This design comes from an exercise in tuning for small area, a short achievable clock period and few clock cycles per item on the open sky130 flow, not from production work.
At most, simulation tests tie the RTL to the original design; equivalence was not proved.
No activity file was given, so power comes from the tool's default toggle rates.

== old ==
Design fp_add_sub_param, start of the top module:
module fp_add_sub_param #(
    parameter int EXP_W = 11,
    parameter int MAN_W = 52
) (
    input  logic                   Clock,
    input  logic                   Reset,
    input  logic                   A_store_bit,
    input  logic [EXP_W+MAN_W:0]   A,
    output logic                   A_acknowledgment,
    input  logic                   B_store_bit,
    input  logic [EXP_W+MAN_W:0]   B,
    input  logic                   Op,
    output logic                   B_acknowledgment,
    output logic [EXP_W+MAN_W:0]   SUM,
    output logic [3:0]             Flags,
    output logic                   SUM_store_bit,
    input  logic                   SUM_acknowledgment
);
Size in the first run: roughly 4300 cells after synthesis, ~29000 sq um of cells after synthesis.
clock: 10.0 ns
lec_check: 0
abc_area: 1
cap_margin: 20
core_margin: 2
core_utilization: 55
slew_margin: 20
run.sh (not shown) runs the stock make flow with config.mk's settings and CLKGATE_MAP_FILE= SYNTH_SCRIPT=/design/flow/synth_recipe.tcl, a recipe that flattens the netlist after the stock synthesis.
old completed end to end with timing, DRC and antenna clean.
--- input diff old..new ---
Settings: setting SETUP_SLACK_MARGIN to 5 for the first time; changing CORE_UTILIZATION from 55 to 45.
==> comparison <==
- old was smaller in final cell area than new.
- Having completed the whole flow, new delivered a layout that passed the timing, design-rule and antenna checks.
- met1 track utilization from global routing, new and old, lower one = new.
- Sequential share of layout area on new is down relative to old.
- Share of total power consumed by net switching | new below old
No run of this note included a check of the RTL's function; only the layout flow was run.

Setup of 03-07:
Another version of the RTL of fp_add_sub_param (not shown whole).
Size: ~4100 cells after synthesis, about 290 flip-flops, about 0.028 mm^2 of cells after synthesis.
Settings: LEC_CHECK=0, ABC_AREA=1, CAP_MARGIN=20, CORE_MARGIN=2, CORE_UTILIZATION=45, SETUP_SLACK_MARGIN=5, SLEW_MARGIN=20; clock period 10.0 ns.
The flow did not stop early for 03-07: all stages ran, and the layout cleared the timing, design-rule and antenna checks.
Testbench counts of 03-07, summed over its fixed seeds: cycles 2,080, items 2,048.
Relative to 03-07, the following input files were edited for 02-21:
- CORE_UTILIZATION changed from 45 to 60
==> flow/flow/run.sh (new file) <==
#!/bin/bash
# The standard layout, with the ports buffered by buf_2 instead of the default
# buffer_ports choice (a delay cell). Every port still gets its own buffer.
set -euo pipefail
export BUFFER_PORTS_ARGS="-buffer_cell sky130_fd_sc_hd__buf_2"
bash standard.sh > standard_flow.log 2>&1
==> flow/standard.sh (new file) <==
#!/bin/bash
# synth_recipe.tcl (not shown) runs the flow's synth.tcl, then flattens the netlist and writes it again
# the make line also repeats each setting of config.mk as NAME=value (left out here)
make -C /OpenROAD-flow-scripts/flow DESIGN_CONFIG=/design/flow/config.mk WORK_HOME=/design/flow/orfs CLKGATE_MAP_FILE= SYNTH_SCRIPT=/design/flow/synth_recipe.tcl "${@:-finish}"
removed: flow/run.sh
Results
Side by side, number of clock buffers in the layout turned out lower in 02-21 than in 03-07. 02-21 — net load switching power 0.015 mW higher, 03-07 as reference. Relative to 03-07, share of the final layout cell area in sequential cells increased by 1.1 points in 02-21. 02-21 against 03-07: relative slew slack -2.9 points; final total negative setup slack ~0 delta; buffer count from post-CTS setup fixing -25. Area of the die, 02-21 vs 03-07: down by more than 10%. Final worst setup slack | 02-21 above 03-07. Delta (02-21 minus 03-07): met1 demand-to-capacity share in global routing increased by 11 points relative to the old numbers, post-detailed-route wirelength per cell decreased by 0.36% relative to the old numbers.

fp_add_sub_param, a different RTL version from the one above (not shown whole).
Size in the first run: roughly 4100 cells after synthesis.
clock: 10.0 ns
lec_check: 0
abc_area: 1
cap_margin: 20
core_margin: 2
core_utilization: 60
slew_margin: 20
standard.sh (not shown) runs the stock make flow with config.mk's settings and CLKGATE_MAP_FILE= SYNTH_SCRIPT=/design/flow/synth_recipe.tcl, a recipe that flattens the netlist after the stock synthesis.
==> flow/flow/run.sh <==
#!/bin/bash
set -euo pipefail
export BUFFER_PORTS_ARGS="-buffer_cell sky130_fd_sc_hd__buf_2"
export CTS_ARGS="-sink_clustering_enable -repair_clock_nets -dont_use_dummy_load"
export SETUP_SLACK_MARGIN=5.25
bash standard.sh > standard_flow.log 2>&1
Testbench counts at the start, summed over its fixed seeds: cycles 2,080, items 2,048.
Rerun with:
==> flow/flow/run.sh (replaced) <==
#!/bin/bash
# The standard layout, with two changes: the ports are buffered by buf_2 instead of
# the default buffer_ports choice (a delay cell), every port still getting its own
# buffer; and clock tree synthesis uses clkbuf_8 for clusters of up to 30 sinks
# and adds no dummy loads.
set -euo pipefail
export BUFFER_PORTS_ARGS="-buffer_cell sky130_fd_sc_hd__buf_2"
export CTS_ARGS="-sink_clustering_enable -repair_clock_nets -dont_use_dummy_load -sink_clustering_size 30 -buf_list sky130_fd_sc_hd__clkbuf_8"
bash standard.sh > standard_flow.log 2>&1
Settings changed: CORE_UTILIZATION 60 to 55, SETUP_SLACK_MARGIN set to 5.
=> Routed wire length decreases by 8.0%; synthesized area stays the same; setup slack gains 0.14 ns; final cell count hardly moves; power shrinks by 6.5%; core utilization came out lower by 8.3 points; count of clock-buffer cells in the layout goes up by 18; combinational power decreases by 8.6%.

==> port drivers added, routing unchanged <==
How much do the figures lean on ideal ports? The routed layouts below were timed once more, with nothing changed but the port constraints.
Step 1: set_driving_cell puts a clkbuf_16 on Clock and a buf_2 on each other input, an assumption about the parent block.
Step 2 also shifts input and output timing later by t, the mid clock arrival at the registers, as if the neighbouring blocks saw the same clock.
Slacks: ideal ports / drivers / drivers and shift; pairs: ideal ports / drivers.
run	t, ns	setup slack, ns	hold slack, ns	worst register clock-pin slew, ns	pins driven straight from the clock port
old	0.612	2.613 / 2.613 / 2.613	0.403 / 0.403 / 0.403	0.07 / 0.07	1
new	0.616	4.800 / 4.800 / 4.505	0.403 / 0.403 / 0.403	0.07 / 0.07	1
03-07	0.629	4.711 / 4.638 / 4.497	0.419 / 0.419 / 0.419	0.08 / 0.08	1
02-21	0.635	4.838 / 4.773 / 4.594	0.418 / 0.418 / 0.418	0.07 / 0.07	1
the first run of note 3	0.625	4.627 / 4.567 / 4.789	0.416 / 0.416 / 0.416	0.07 / 0.07	1
the second run of note 3	0.661	4.769 / 4.716 / 4.228	0.370 / 0.370 / 0.370	0.06 / 0.06	1
After both steps setup and hold are still met in every run listed. For the second run of note 3, which loses most, drivers alone change the setup slack by -0.053 ns; drivers and shift together by -0.541 ns.
